Context: an optimization exercise on an open-source flow, tuned for small area, a short achievable clock period and few clock cycles per item. The choices shown serve that exercise and are no tape-out recipe. In this exercise RTL edits were held to simulation tests only and were not proved equivalent to the original.

==> trial 80: inputs <==
==> flow/design.v (excerpt) <==
module rv_alu_mc #(
    parameter int WIDTH    = 32,
    parameter bit ENABLE_M = 1'b1
) (
    input  logic             clk,
    input  logic             rst_n,
    input  logic             in_valid,
    output logic             in_ready,
    input  logic [6:0]       opcode,
    input  logic [2:0]       funct3,
    input  logic [6:0]       funct7,
    input  logic [WIDTH-1:0] op1,
    input  logic [WIDTH-1:0] op2,
    output logic             out_valid,
    input  logic             out_ready,
    output logic [WIDTH-1:0] rez,
    output logic             busy
);
    localparam int MND = 2;                           
    localparam int NCL = (17 + MND - 1) / MND;        
    localparam int NCS = (7 + MND - 1) / MND;         
    localparam int LW  = 2 * MND * NCL;               
    localparam int SB  = 2 * MND * NCS;               
    localparam int SW  = 33 + 2 * MND;                
    localparam int BW  = (LW > 32) ? LW : 32;
    localparam int K_ALU = 0, K_MUL = 1, K_NGA = 2, K_NGB = 3, K_DVN = 4, K_DIV = 5,
                   K_NGR = 6, K_NGQ = 7;
    localparam int O_ADD = 0, O_SUB = 1, O_SLT = 2, O_SLTU = 3, O_XOR = 4, O_OR = 5,
                   O_AND = 6, O_SLL = 7, O_SRL = 8, O_SRA = 9, O_PASS = 10;
    logic             s1_q, ov_q;
    logic [7:0]       kind_q, kind_d;
    logic [10:0]      aop_q;
    logic             t0_en_q, t0_inv_q, t1_en_q, t1_inv_q, t1_up_q, cin_q;
    logic [MND-1:0]   one_q, two_q, ng_q, one_d, two_d, ng_d;   
    logic [4:0]       cnt_q;
    logic             last_q;
    logic             hi_q, short_q, rem_q, neg_q, dz_q, sb_q;
    logic [5:0]       za_q, zb_q;       
    logic             pa_q, pb_q;       
    logic [32:0]      a_q;      
    logic [BW-1:0]    b_q;      
    logic [32:0]      m_q;      
  ...
export LEC_CHECK = 0
export ABC_AREA = 1
export CAP_MARGIN = 20
export CORE_MARGIN = 2
export CORE_UTILIZATION = 40
export SETUP_SLACK_MARGIN = 3.0
export SLEW_MARGIN = 20
create_clock -name core_clock -period 8.0 [get_ports {clk}]
run.sh (not shown) runs the stock make flow with config.mk's settings and CLKGATE_MAP_FILE= SYNTH_SCRIPT=/design/flow/synth_recipe.tcl, a recipe that flattens the netlist after the stock synthesis.
==> trial 56: changes against trial 80 <==
--- a/flow/design.v
+++ b/flow/design.v
@@ -28,17 +28,17 @@
     localparam int O_ADD = 0, O_SUB = 1, O_SLT = 2, O_SLTU = 3, O_XOR = 4, O_OR = 5,
                    O_AND = 6, O_SLL = 7, O_SRL = 8, O_SRA = 9, O_PASS = 10;
     logic             s1_q, ov_q;
     logic [7:0]       kind_q, kind_d;
     logic [10:0]      aop_q;
-    logic             t0_en_q, t0_inv_q, t1_en_q, t1_inv_q, t1_up_q, cin_q;
+    logic             t0_en_q, t1_en_q, t1_inv_q, t1_up_q, cin_q;
+    logic             sa_q;             
     logic [MND-1:0]   one_q, two_q, ng_q, one_d, two_d, ng_d;   
     logic [4:0]       cnt_q;
     logic             last_q;
     logic             hi_q, short_q, rem_q, neg_q, dz_q, sb_q;
     logic [5:0]       za_q, zb_q;       
-    logic             pa_q, pb_q;       
     logic [32:0]      a_q;      
     logic [BW-1:0]    b_q;      
     logic [32:0]      m_q;      
     logic [31:0]      rez_q;
     logic             sel_sum_q, m_sl_q, m_sh_q, m_ll_q, m_lh_q, d_r_q, d_q_q, d_1_q;   
@@ -54,10 +54,13 @@
     endfunction
     logic        is_op, is_imm, is_m, base_op, add_op, f_mul, f_rem, s1, s2, sa, sb_;
     logic        short1, short2, swap;
     logic [10:0] aop;
     logic [32:0] a33, b33, xm;
+    logic [5:0]  za, zb;
+    logic        k0, run;
+    logic [31:0] bor;
     always_comb begin
         is_op   = (opcode == 7'b0110011);
         is_imm  = (opcode == 7'b0010011);
         is_m    = ENABLE_M && is_op && (funct7 == 7'b0000001);
         base_op = is_imm || (is_op && !is_m);
@@ -90,39 +93,45 @@
         short2 = (b33[32:SB-1] == '0) || (b33[32:SB-1] == '1);
         swap   = short1 && !short2;         
         xm     = swap ? a33 : b33;
         sa  = !funct3[0] && op1[31];
         sb_ = !funct3[0] && op2[31];
+        za  = clz32(op1 ^ {32{sa}}) - 6'(sa && neg_pow2(op1));
+        zb  = clz32(op2 ^ {32{sb_}}) - 6'(sb_ && neg_pow2(op2));
+        run = 1'b0;
+        for (int i = 31; i >= 0; i--) begin
+            run    = run | (op2[i] ^ sb_);
+            bor[i] = run;
+        end
+        k0  = !(|(op1 & ~bor));
     end
-    logic [SW-1:0] y1, y2, t0, bs, bc, bt, sumw;
+    logic [SW-1:0] y1, y2, t0, ta, bs, bc, bt, sumw;
     logic [SW:0]   bsum;
     logic [32:0]   sum;
     logic          lt_s, lt_u;
     always_comb begin
         y1 = SW'($signed(m_q));
         y2 = SW'($signed({m_q, 1'b0}));
         t0 = t0_en_q ? SW'($signed(a_q)) : '0;
-        if (t0_inv_q) t0[31:0] = ~a_q[31:0];
+        ta = {{(SW-32){t1_up_q}}, ({32{t1_en_q}} & b_q[31:0]) ^ {32{t1_inv_q}}};
         bs = t0;
         bc = '0;
         for (int j = 0; j < MND; j++) begin
             bt = ({SW{one_q[j]}} & y1) | ({SW{two_q[j]}} & y2);
             if (j == 0) begin
-                bt[31:0]     = (bt[31:0] | ({32{t1_en_q}} & b_q[31:0])) ^ {32{ng_q[0] || t1_inv_q}};
-                bt[SW-1:32]  = (bt[SW-1:32] ^ {(SW-32){ng_q[0]}}) | {(SW-32){t1_up_q}};
-                bc = bt;
+                bc = bt ^ {SW{ng_q[0]}};
             end else begin
                 logic [SW-1:0] ns, nc;
                 bt = ((bt ^ {SW{ng_q[j]}}) << (2*j)) | ({SW{ng_q[j]}} & ((SW'(1) << (2*j)) - SW'(1)));
                 ns = bs ^ bc ^ bt;
                 nc = ((bs & bc) | (bs & bt) | (bc & bt)) << 1;
                 nc[0] = ng_q[j-1];
                 bs = ns;
                 bc = nc;
             end
         end
-        bsum = {bs, 1'b1} + {bc, ng_q[MND-1] || cin_q};
+        bsum = {bs, 1'b1} + {bc | ta, ng_q[MND-1] || cin_q};
         sumw = bsum[SW:1];
         sum  = sumw[32:0];
         lt_u = !sum[32];
         lt_s = (a_q[31] ^ b_q[31]) ? a_q[31] : sum[31];
     end
@@ -131,14 +140,15 @@
     always_comb begin
         h_n = sumw[SW-1:2*MND];
         l_n = {sumw[2*MND-1:0], b_q[LW-1:2*MND]};
     end
     logic        qbit;
-    logic [31:0] r_n, q_n;
+    logic [32:0] r_n;
+    logic [31:0] q_n;
     always_comb begin
-        qbit = !sumw[SW-1];
-        r_n  = qbit ? sum[31:0] : a_q[31:0];
+        qbit = sumw[SW-1] ^ !sa_q;
+        r_n  = qbit ? sumw[32:0] : a_q;
         q_n  = {m_q[30:0], qbit};
     end
     function automatic logic [31:0] rev32(input logic [31:0] v);
         for (int i = 0; i < 32; i++) rev32[i] = v[31 - i];
     endfunction
@@ -147,11 +157,11 @@
     logic        k_dvn, sh_left, sh_fill;
     logic [4:0]  sh_amt;
     logic [31:0] sh_in, sh_r, sh_out;
     always_comb begin
         k_dvn = kind_q[K_DVN];
-        kdiff = {1'b0, zb_q} - {1'b0, za_q} + 7'(pa_q) - 7'(pb_q);
+        kdiff = {1'b0, zb_q} - {1'b0, za_q};
         kal   = (kdiff[6] || dz_q) ? 5'd0 : kdiff[4:0];
         sh_left = k_dvn || aop_q[O_SLL];
         sh_fill = aop_q[O_SRA] && a_q[31];
         sh_amt  = k_dvn ? kal : b_q[4:0];
         sh_in   = k_dvn ? b_q[31:0] : a_q[31:0];
@@ -163,11 +173,11 @@
         rez_d   = ({32{sel_sum_q}} & sum[31:0])
                 | ({32{m_sl_q}} & {h_n[31-SB:0], l_n[LW-1:LW-SB]})
                 | ({32{m_sh_q}} & 32'($signed(h_n) >>> (32 - SB)))
                 | ({32{m_ll_q}} & l_n[31:0])
                 | ({32{m_lh_q}} & {h_n[63-LW:0], l_n[LW-1:32]})
-                | ({32{d_r_q && kind_q[K_DIV]}} & r_n)
+                | ({32{d_r_q && kind_q[K_DIV]}} & r_n[31:0])
                 | ({32{d_q_q && kind_q[K_DIV]}} & q_n)
                 | ({32{d_1_q && kind_q[K_DIV]}})
                 | ({32{aop_q[O_SLT]}}  & {31'b0, lt_s})
                 | ({32{aop_q[O_SLTU]}} & {31'b0, lt_u})
                 | ({32{aop_q[O_XOR]}}  & (a_q[31:0] ^ b_q[31:0]))
@@ -198,45 +208,47 @@
             else if (out_ready)      ov_q <= 1'b0;
             if (acc)                 s1_q <= 1'b1;
             else if (done && adv)    s1_q <= 1'b0;
         end
     end
-    logic sub_d, mul_first, sbd;
+    logic sub_d, mul_first, sbd, sad, divx_d, dec_d;
     always_comb begin
         kind_d    = kind_q;
         sub_d     = !aop_q[O_ADD];
         mul_first = 1'b0;
         sbd       = acc ? sb_ : sb_q;
+        sad       = acc ? sa : sa_q;
         one_d = '0;
         two_d = '0;
         ng_d  = '0;
         if (acc) begin
             kind_d = '0;
             sub_d  = !aop[O_ADD];
             if (!is_m)      kind_d[K_ALU] = 1'b1;
             else if (f_mul) kind_d[K_MUL] = 1'b1;
-            else if (sa)    kind_d[K_NGA] = 1'b1;
-            else            kind_d[K_DVN] = 1'b1;
+            else if (sa || !k0) kind_d[K_DVN] = 1'b1;
+            else            kind_d[K_DIV] = 1'b1;
             if (is_m && f_mul) begin
                 mul_first = 1'b1;
                 for (int j = 0; j < MND; j++)
                     {ng_d[j], one_d[j], two_d[j]} =
                         booth(xm[2*j+1], xm[2*j], (j == 0) ? 1'b0 : xm[(j == 0) ? 0 : 2*j-1]);
             end
         end else if (s1_q) begin
-            if (kind_q[K_NGA]) begin
-                kind_d = '0;
-                kind_d[K_DVN] = 1'b1;
-            end
             if (kind_q[K_DVN]) kind_d = 8'(1) << K_DIV;
             if (kind_q[K_DIV] && last_q && neg_q) begin
                 kind_d = rem_q ? 8'(1) << K_NGR : 8'(1) << K_NGQ;
                 if (!rem_q) begin
                     one_d[0] = 1'b1;      
                     ng_d[0]  = 1'b1;
                 end
             end
+            if (kind_q[K_NGQ]) begin      
+                one_d = one_q;
+                two_d = two_q;
+                ng_d  = ng_q;
+            end
             if (kind_q[K_MUL]) begin
                 if (mul_adv) begin
                     for (int j = 0; j < MND; j++)
                         {ng_d[j], one_d[j], two_d[j]} =
                             booth(b_q[2*MND+2*j+1], b_q[2*MND+2*j], b_q[2*MND+2*j-1]);
@@ -245,40 +257,40 @@
                     two_d = two_q;
                     ng_d  = ng_q;
                 end
             end
         end
+        divx_d = acc ? (is_m && !f_mul)
+                     : ((kind_q[K_DVN] || kind_q[K_DIV]) && !(s1_q && kind_q[K_DIV] && last_q && neg_q));
+        dec_d  = acc && is_m && !f_mul && sa;
     end
     always_ff @(posedge clk) begin
         kind_q   <= kind_d;
         one_q    <= one_d;
         two_q    <= two_d;
         ng_q     <= ng_d;
         t0_en_q  <= !(kind_d[K_NGQ] || mul_first);
-        t0_inv_q <= kind_d[K_NGA] || kind_d[K_NGR];
         t1_en_q  <= kind_d[K_ALU] || kind_d[K_DIV];
-        t1_inv_q <= (kind_d[K_ALU] && sub_d) || (kind_d[K_DIV] && !sbd);
-        t1_up_q  <= kind_d[K_DIV];
-        cin_q    <= (kind_d[K_ALU] && sub_d) || (kind_d[K_DIV] && !sbd) || kind_d[K_NGA] ||
-                    kind_d[K_NGR];
+        t1_inv_q <= (kind_d[K_ALU] && sub_d) || (divx_d && (sad == sbd)) || dec_d;
+        t1_up_q  <= (divx_d && !sad) || dec_d;
+        cin_q    <= (kind_d[K_ALU] && sub_d) || (divx_d && (sad == sbd) && !dec_d) || kind_d[K_NGR];
         sel_sum_q <= (kind_d[K_ALU] && (acc ? (aop[O_ADD] || aop[O_SUB])
                                             : (aop_q[O_ADD] || aop_q[O_SUB]))) ||
                      kind_d[K_NGR] || kind_d[K_NGQ];
     end
     always_ff @(posedge clk) begin
         if (acc) begin
             hi_q  <= funct3[1:0] != 2'b00;
             rem_q <= f_rem;
             dz_q  <= (op2 == '0);
             sb_q  <= sb_;
-            za_q  <= clz32(op1 ^ {32{sa}});
-            zb_q  <= clz32(op2 ^ {32{sb_}});
-            pa_q  <= sa && neg_pow2(op1);
-            pb_q  <= sb_ && neg_pow2(op2);
+            sa_q  <= is_m && !f_mul && sa;
+            za_q  <= za;
+            zb_q  <= zb;
             neg_q <= f_rem ? sa : ((sa ^ sb_) && (op2 != '0));
             aop_q <= is_m ? '0 : aop;
-            a_q   <= {1'b0, op1};
+            a_q   <= {is_m && !f_mul && sa, op1};
             m_sl_q <= is_m && f_mul && (short1 || short2) && funct3[1:0] == 2'b00;
             m_sh_q <= is_m && f_mul && (short1 || short2) && funct3[1:0] != 2'b00;
             m_ll_q <= is_m && f_mul && !(short1 || short2) && funct3[1:0] == 2'b00;
             m_lh_q <= is_m && f_mul && !(short1 || short2) && funct3[1:0] != 2'b00;
             d_r_q  <= f_rem;
@@ -289,28 +301,31 @@
                 cnt_q   <= 5'((short1 || short2) ? NCS - 1 : NCL - 1);
                 last_q  <= 1'b0;
                 b_q     <= BW'($signed(xm));
                 m_q     <= swap ? b33 : a33;
             end else begin
-                b_q     <= BW'(op2);
+                b_q     <= BW'({is_m && sb_, op2});
+                m_q     <= '0;
+                cnt_q   <= '0;
+                last_q  <= 1'b1;
             end
         end else if (s1_q) begin
             if (mul_adv) begin
                 a_q    <= h_n;
                 b_q    <= BW'(l_n);
                 cnt_q  <= cnt_q - 5'd1;
                 last_q <= (cnt_q == 5'd1);
             end
-            if (kind_q[K_NGA]) a_q <= {1'b0, sum[31:0]};
             if (kind_q[K_DVN]) begin
+                if (sa_q) a_q <= sumw[32:0];
                 b_q    <= BW'({sb_q, sh_out});
                 m_q    <= '0;
                 cnt_q  <= kal;
                 last_q <= (kal == 5'd0);
             end
             if (div_adv) begin
-                a_q    <= {1'b0, r_n};
+                a_q    <= r_n;
                 b_q    <= BW'({b_q[32], b_q[32:1]});
                 m_q    <= {1'b0, q_n};
                 cnt_q  <= cnt_q - 5'd1;
                 last_q <= (cnt_q == 5'd1);
             end
==> flow/flow/run.sh (new file) <==
#!/bin/bash
# The standard layout (the standard.sh: standard synthesis, floorplan, placement, CTS,
# routing) with two changes:
#  - the buffer that placement puts on every input and output port is sky130_fd_sc_hd__buf_2
#    instead of the cell the resizer picks by default;
#  - timing repair aims at 3.3 ns of setup slack up to and including CTS, and at 3.0 ns in the
#    repair after global routing, which otherwise spends much area for little gain.
set -euo pipefail
export BUFFER_PORTS_ARGS="-buffer_cell sky130_fd_sc_hd__buf_2"
SETUP_SLACK_MARGIN=3.3 bash standard.sh cts > standard_to_cts.log 2>&1
SETUP_SLACK_MARGIN=3.0 bash standard.sh > standard_from_cts.log 2>&1
==> flow/standard.sh (new file) <==
#!/bin/bash
# synth_recipe.tcl (not shown) runs the flow's synth.tcl, then flattens the netlist and writes it again
# the make line also repeats each setting of config.mk as NAME=value (left out here)
make -C /OpenROAD-flow-scripts/flow DESIGN_CONFIG=/design/flow/config.mk WORK_HOME=/design/flow/orfs CLKGATE_MAP_FILE= SYNTH_SCRIPT=/design/flow/synth_recipe.tcl "${@:-finish}"
CAP_MARGIN = 30   (was 20)
SETUP_SLACK_MARGIN = not set   (was 3.0)
SLEW_MARGIN = 30   (was 20)
removed: flow/run.sh
==> trial 58: changes against trial 80 <==
--- a/flow/design.v
+++ b/flow/design.v
@@ -28,17 +28,17 @@
     localparam int O_ADD = 0, O_SUB = 1, O_SLT = 2, O_SLTU = 3, O_XOR = 4, O_OR = 5,
                    O_AND = 6, O_SLL = 7, O_SRL = 8, O_SRA = 9, O_PASS = 10;
     logic             s1_q, ov_q;
     logic [7:0]       kind_q, kind_d;
     logic [10:0]      aop_q;
-    logic             t0_en_q, t0_inv_q, t1_en_q, t1_inv_q, t1_up_q, cin_q;
+    logic             t0_en_q, t1_en_q, t1_inv_q, t1_up_q, cin_q;
+    logic             sa_q;             
     logic [MND-1:0]   one_q, two_q, ng_q, one_d, two_d, ng_d;   
     logic [4:0]       cnt_q;
     logic             last_q;
     logic             hi_q, short_q, rem_q, neg_q, dz_q, sb_q;
     logic [5:0]       za_q, zb_q;       
-    logic             pa_q, pb_q;       
     logic [32:0]      a_q;      
     logic [BW-1:0]    b_q;      
     logic [32:0]      m_q;      
     logic [31:0]      rez_q;
     logic             sel_sum_q, m_sl_q, m_sh_q, m_ll_q, m_lh_q, d_r_q, d_q_q, d_1_q;   
@@ -54,10 +54,13 @@
     endfunction
     logic        is_op, is_imm, is_m, base_op, add_op, f_mul, f_rem, s1, s2, sa, sb_;
     logic        short1, short2, swap;
     logic [10:0] aop;
     logic [32:0] a33, b33, xm;
+    logic [5:0]  za, zb;
+    logic        k0, run;
+    logic [31:0] bor;
     always_comb begin
         is_op   = (opcode == 7'b0110011);
         is_imm  = (opcode == 7'b0010011);
         is_m    = ENABLE_M && is_op && (funct7 == 7'b0000001);
         base_op = is_imm || (is_op && !is_m);
@@ -90,39 +93,45 @@
         short2 = (b33[32:SB-1] == '0) || (b33[32:SB-1] == '1);
         swap   = short1 && !short2;         
         xm     = swap ? a33 : b33;
         sa  = !funct3[0] && op1[31];
         sb_ = !funct3[0] && op2[31];
+        za  = clz32(op1 ^ {32{sa}}) - 6'(sa && neg_pow2(op1));
+        zb  = clz32(op2 ^ {32{sb_}}) - 6'(sb_ && neg_pow2(op2));
+        run = 1'b0;
+        for (int i = 31; i >= 0; i--) begin
+            run    = run | (op2[i] ^ sb_);
+            bor[i] = run;
+        end
+        k0  = !(|(op1 & ~bor));
     end
-    logic [SW-1:0] y1, y2, t0, bs, bc, bt, sumw;
+    logic [SW-1:0] y1, y2, t0, ta, bs, bc, bt, sumw;
     logic [SW:0]   bsum;
     logic [32:0]   sum;
     logic          lt_s, lt_u;
     always_comb begin
         y1 = SW'($signed(m_q));
         y2 = SW'($signed({m_q, 1'b0}));
         t0 = t0_en_q ? SW'($signed(a_q)) : '0;
-        if (t0_inv_q) t0[31:0] = ~a_q[31:0];
+        ta = {{(SW-32){t1_up_q}}, ({32{t1_en_q}} & b_q[31:0]) ^ {32{t1_inv_q}}};
         bs = t0;
         bc = '0;
         for (int j = 0; j < MND; j++) begin
             bt = ({SW{one_q[j]}} & y1) | ({SW{two_q[j]}} & y2);
             if (j == 0) begin
-                bt[31:0]     = (bt[31:0] | ({32{t1_en_q}} & b_q[31:0])) ^ {32{ng_q[0] || t1_inv_q}};
-                bt[SW-1:32]  = (bt[SW-1:32] ^ {(SW-32){ng_q[0]}}) | {(SW-32){t1_up_q}};
-                bc = bt;
+                bc = bt ^ {SW{ng_q[0]}};
             end else begin
                 logic [SW-1:0] ns, nc;
                 bt = ((bt ^ {SW{ng_q[j]}}) << (2*j)) | ({SW{ng_q[j]}} & ((SW'(1) << (2*j)) - SW'(1)));
                 ns = bs ^ bc ^ bt;
                 nc = ((bs & bc) | (bs & bt) | (bc & bt)) << 1;
                 nc[0] = ng_q[j-1];
                 bs = ns;
                 bc = nc;
             end
         end
-        bsum = {bs, 1'b1} + {bc, ng_q[MND-1] || cin_q};
+        bsum = {bs, 1'b1} + {bc | ta, ng_q[MND-1] || cin_q};
         sumw = bsum[SW:1];
         sum  = sumw[32:0];
         lt_u = !sum[32];
         lt_s = (a_q[31] ^ b_q[31]) ? a_q[31] : sum[31];
     end
@@ -131,14 +140,15 @@
     always_comb begin
         h_n = sumw[SW-1:2*MND];
         l_n = {sumw[2*MND-1:0], b_q[LW-1:2*MND]};
     end
     logic        qbit;
-    logic [31:0] r_n, q_n;
+    logic [32:0] r_n;
+    logic [31:0] q_n;
     always_comb begin
-        qbit = !sumw[SW-1];
-        r_n  = qbit ? sum[31:0] : a_q[31:0];
+        qbit = sumw[SW-1] ^ !sa_q;
+        r_n  = qbit ? sumw[32:0] : a_q;
         q_n  = {m_q[30:0], qbit};
     end
     function automatic logic [31:0] rev32(input logic [31:0] v);
         for (int i = 0; i < 32; i++) rev32[i] = v[31 - i];
     endfunction
@@ -147,11 +157,11 @@
     logic        k_dvn, sh_left, sh_fill;
     logic [4:0]  sh_amt;
     logic [31:0] sh_in, sh_r, sh_out;
     always_comb begin
         k_dvn = kind_q[K_DVN];
-        kdiff = {1'b0, zb_q} - {1'b0, za_q} + 7'(pa_q) - 7'(pb_q);
+        kdiff = {1'b0, zb_q} - {1'b0, za_q};
         kal   = (kdiff[6] || dz_q) ? 5'd0 : kdiff[4:0];
         sh_left = k_dvn || aop_q[O_SLL];
         sh_fill = aop_q[O_SRA] && a_q[31];
         sh_amt  = k_dvn ? kal : b_q[4:0];
         sh_in   = k_dvn ? b_q[31:0] : a_q[31:0];
@@ -163,11 +173,11 @@
         rez_d   = ({32{sel_sum_q}} & sum[31:0])
                 | ({32{m_sl_q}} & {h_n[31-SB:0], l_n[LW-1:LW-SB]})
                 | ({32{m_sh_q}} & 32'($signed(h_n) >>> (32 - SB)))
                 | ({32{m_ll_q}} & l_n[31:0])
                 | ({32{m_lh_q}} & {h_n[63-LW:0], l_n[LW-1:32]})
-                | ({32{d_r_q && kind_q[K_DIV]}} & r_n)
+                | ({32{d_r_q && kind_q[K_DIV]}} & r_n[31:0])
                 | ({32{d_q_q && kind_q[K_DIV]}} & q_n)
                 | ({32{d_1_q && kind_q[K_DIV]}})
                 | ({32{aop_q[O_SLT]}}  & {31'b0, lt_s})
                 | ({32{aop_q[O_SLTU]}} & {31'b0, lt_u})
                 | ({32{aop_q[O_XOR]}}  & (a_q[31:0] ^ b_q[31:0]))
@@ -198,45 +208,47 @@
             else if (out_ready)      ov_q <= 1'b0;
             if (acc)                 s1_q <= 1'b1;
             else if (done && adv)    s1_q <= 1'b0;
         end
     end
-    logic sub_d, mul_first, sbd;
+    logic sub_d, mul_first, sbd, sad, divx_d, dec_d;
     always_comb begin
         kind_d    = kind_q;
         sub_d     = !aop_q[O_ADD];
         mul_first = 1'b0;
         sbd       = acc ? sb_ : sb_q;
+        sad       = acc ? sa : sa_q;
         one_d = '0;
         two_d = '0;
         ng_d  = '0;
         if (acc) begin
             kind_d = '0;
             sub_d  = !aop[O_ADD];
             if (!is_m)      kind_d[K_ALU] = 1'b1;
             else if (f_mul) kind_d[K_MUL] = 1'b1;
-            else if (sa)    kind_d[K_NGA] = 1'b1;
-            else            kind_d[K_DVN] = 1'b1;
+            else if (sa || !k0) kind_d[K_DVN] = 1'b1;
+            else            kind_d[K_DIV] = 1'b1;
             if (is_m && f_mul) begin
                 mul_first = 1'b1;
                 for (int j = 0; j < MND; j++)
                     {ng_d[j], one_d[j], two_d[j]} =
                         booth(xm[2*j+1], xm[2*j], (j == 0) ? 1'b0 : xm[(j == 0) ? 0 : 2*j-1]);
             end
         end else if (s1_q) begin
-            if (kind_q[K_NGA]) begin
-                kind_d = '0;
-                kind_d[K_DVN] = 1'b1;
-            end
             if (kind_q[K_DVN]) kind_d = 8'(1) << K_DIV;
             if (kind_q[K_DIV] && last_q && neg_q) begin
                 kind_d = rem_q ? 8'(1) << K_NGR : 8'(1) << K_NGQ;
                 if (!rem_q) begin
                     one_d[0] = 1'b1;      
                     ng_d[0]  = 1'b1;
                 end
             end
+            if (kind_q[K_NGQ]) begin      
+                one_d = one_q;
+                two_d = two_q;
+                ng_d  = ng_q;
+            end
             if (kind_q[K_MUL]) begin
                 if (mul_adv) begin
                     for (int j = 0; j < MND; j++)
                         {ng_d[j], one_d[j], two_d[j]} =
                             booth(b_q[2*MND+2*j+1], b_q[2*MND+2*j], b_q[2*MND+2*j-1]);
@@ -245,40 +257,40 @@
                     two_d = two_q;
                     ng_d  = ng_q;
                 end
             end
         end
+        divx_d = acc ? (is_m && !f_mul)
+                     : ((kind_q[K_DVN] || kind_q[K_DIV]) && !(s1_q && kind_q[K_DIV] && last_q && neg_q));
+        dec_d  = acc && is_m && !f_mul && sa;
     end
     always_ff @(posedge clk) begin
         kind_q   <= kind_d;
         one_q    <= one_d;
         two_q    <= two_d;
         ng_q     <= ng_d;
         t0_en_q  <= !(kind_d[K_NGQ] || mul_first);
-        t0_inv_q <= kind_d[K_NGA] || kind_d[K_NGR];
         t1_en_q  <= kind_d[K_ALU] || kind_d[K_DIV];
-        t1_inv_q <= (kind_d[K_ALU] && sub_d) || (kind_d[K_DIV] && !sbd);
-        t1_up_q  <= kind_d[K_DIV];
-        cin_q    <= (kind_d[K_ALU] && sub_d) || (kind_d[K_DIV] && !sbd) || kind_d[K_NGA] ||
-                    kind_d[K_NGR];
+        t1_inv_q <= (kind_d[K_ALU] && sub_d) || (divx_d && (sad == sbd)) || dec_d;
+        t1_up_q  <= (divx_d && !sad) || dec_d;
+        cin_q    <= (kind_d[K_ALU] && sub_d) || (divx_d && (sad == sbd) && !dec_d) || kind_d[K_NGR];
         sel_sum_q <= (kind_d[K_ALU] && (acc ? (aop[O_ADD] || aop[O_SUB])
                                             : (aop_q[O_ADD] || aop_q[O_SUB]))) ||
                      kind_d[K_NGR] || kind_d[K_NGQ];
     end
     always_ff @(posedge clk) begin
         if (acc) begin
             hi_q  <= funct3[1:0] != 2'b00;
             rem_q <= f_rem;
             dz_q  <= (op2 == '0);
             sb_q  <= sb_;
-            za_q  <= clz32(op1 ^ {32{sa}});
-            zb_q  <= clz32(op2 ^ {32{sb_}});
-            pa_q  <= sa && neg_pow2(op1);
-            pb_q  <= sb_ && neg_pow2(op2);
+            sa_q  <= is_m && !f_mul && sa;
+            za_q  <= za;
+            zb_q  <= zb;
             neg_q <= f_rem ? sa : ((sa ^ sb_) && (op2 != '0));
             aop_q <= is_m ? '0 : aop;
-            a_q   <= {1'b0, op1};
+            a_q   <= {is_m && !f_mul && sa, op1};
             m_sl_q <= is_m && f_mul && (short1 || short2) && funct3[1:0] == 2'b00;
             m_sh_q <= is_m && f_mul && (short1 || short2) && funct3[1:0] != 2'b00;
             m_ll_q <= is_m && f_mul && !(short1 || short2) && funct3[1:0] == 2'b00;
             m_lh_q <= is_m && f_mul && !(short1 || short2) && funct3[1:0] != 2'b00;
             d_r_q  <= f_rem;
@@ -289,28 +301,31 @@
                 cnt_q   <= 5'((short1 || short2) ? NCS - 1 : NCL - 1);
                 last_q  <= 1'b0;
                 b_q     <= BW'($signed(xm));
                 m_q     <= swap ? b33 : a33;
             end else begin
-                b_q     <= BW'(op2);
+                b_q     <= BW'({is_m && sb_, op2});
+                m_q     <= '0;
+                cnt_q   <= '0;
+                last_q  <= 1'b1;
             end
         end else if (s1_q) begin
             if (mul_adv) begin
                 a_q    <= h_n;
                 b_q    <= BW'(l_n);
                 cnt_q  <= cnt_q - 5'd1;
                 last_q <= (cnt_q == 5'd1);
             end
-            if (kind_q[K_NGA]) a_q <= {1'b0, sum[31:0]};
             if (kind_q[K_DVN]) begin
+                if (sa_q) a_q <= sumw[32:0];
                 b_q    <= BW'({sb_q, sh_out});
                 m_q    <= '0;
                 cnt_q  <= kal;
                 last_q <= (kal == 5'd0);
             end
             if (div_adv) begin
-                a_q    <= {1'b0, r_n};
+                a_q    <= r_n;
                 b_q    <= BW'({b_q[32], b_q[32:1]});
                 m_q    <= {1'b0, q_n};
                 cnt_q  <= cnt_q - 5'd1;
                 last_q <= (cnt_q == 5'd1);
             end
CAP_MARGIN = 30   (was 20)
SLEW_MARGIN = 30   (was 20)
==> qor summary <==
metric                                                                          trial 56                 trial 80                 trial 58
Area post-placement                                                           0.0241 mm2               0.0244 mm2               0.0247 mm2
Minimum period implied by the final worst setup slack                            5010 ps                  5070 ps                  4980 ps
Final core utilization                                                             0.456                    0.480                    0.473
FF+latch area                                                                0.00571 mm2              0.00575 mm2              0.00571 mm2
Die Y-Extent                                                                      244 um                   241 um                   244 um
Outcome                                                          complete, no violations  complete, no violations  complete, no violations
Launching element of the worst setup path                             two_q[1]$_DFFE_PP_       one_q[1]$_DFFE_PP_        ng_q[1]$_DFFE_PP_
Delay of the slowest critical-path stage                                          510 ps                   550 ps                   750 ps
Seq/Total Area, Yosys                                                              0.248                    0.255                    0.248
Number of standard cells in the layout, taps in and fillers out                     4201                     4177                     4217
M1 wire length                                                                  45200 um                 46300 um                 43800 um
Cell area after layout                                                        0.0258 mm2               0.0269 mm2               0.0267 mm2
Worst endpoint data arrival time                                                 5190 ps                  5290 ps                  5170 ps
Share of layout cells above drive strength 1                                       0.123                    0.110                   0.0986
Number of clock sinks seen by CTS                                                    194                      196                      194
Post-CTS setup buffer count                                                           44                       42                       18
Testbench counts of trial 80, summed over its fixed seeds: cycles 51,245, items 16,000.
Testbench counts of trial 56, summed over its fixed seeds: cycles 48,965, items 16,000.
Testbench counts of trial 58, summed over its fixed seeds: cycles 48,965, items 16,000.

port drivers added, routing unchanged:
The results above use ideal ports. As a check the final layouts listed here were re-extracted and re-timed, cells and wires unchanged.
Step 1: set_driving_cell puts a clkbuf_16 on clk and a buf_2 on each other input, an assumption about the parent block.
Step 2 moves the port delays by t, midway between the first and last clock arrival at a register: inputs arrive t later, outputs are due t later. That takes back most of the time a late clock gives input paths.
a / b / c = no drivers / after step 1 / after step 2; a / b = the first two.
run | shift t [ns] | slack for setup (ns) | worst hold slack (ns) | worst setup path at the end | worst slew at a driven data input, ns
trial 80 | 0.583 | 2.931 / 2.931 / 2.516 | 0.515 / 0.515 / 0.515 | input to register | 0.05
trial 56 | 0.570 | 2.990 / 2.990 / 2.750 | 0.558 / 0.558 / 0.558 | input to register | 0.04
trial 58 | 0.581 | 3.017 / 3.017 / 2.552 | 0.575 / 0.575 / 0.575 | input to register | 0.05
After both steps every run listed still meets setup and hold. For trial 58, which loses most, drivers alone change the setup slack by 0.000 ns; drivers and shift together by -0.465 ns.
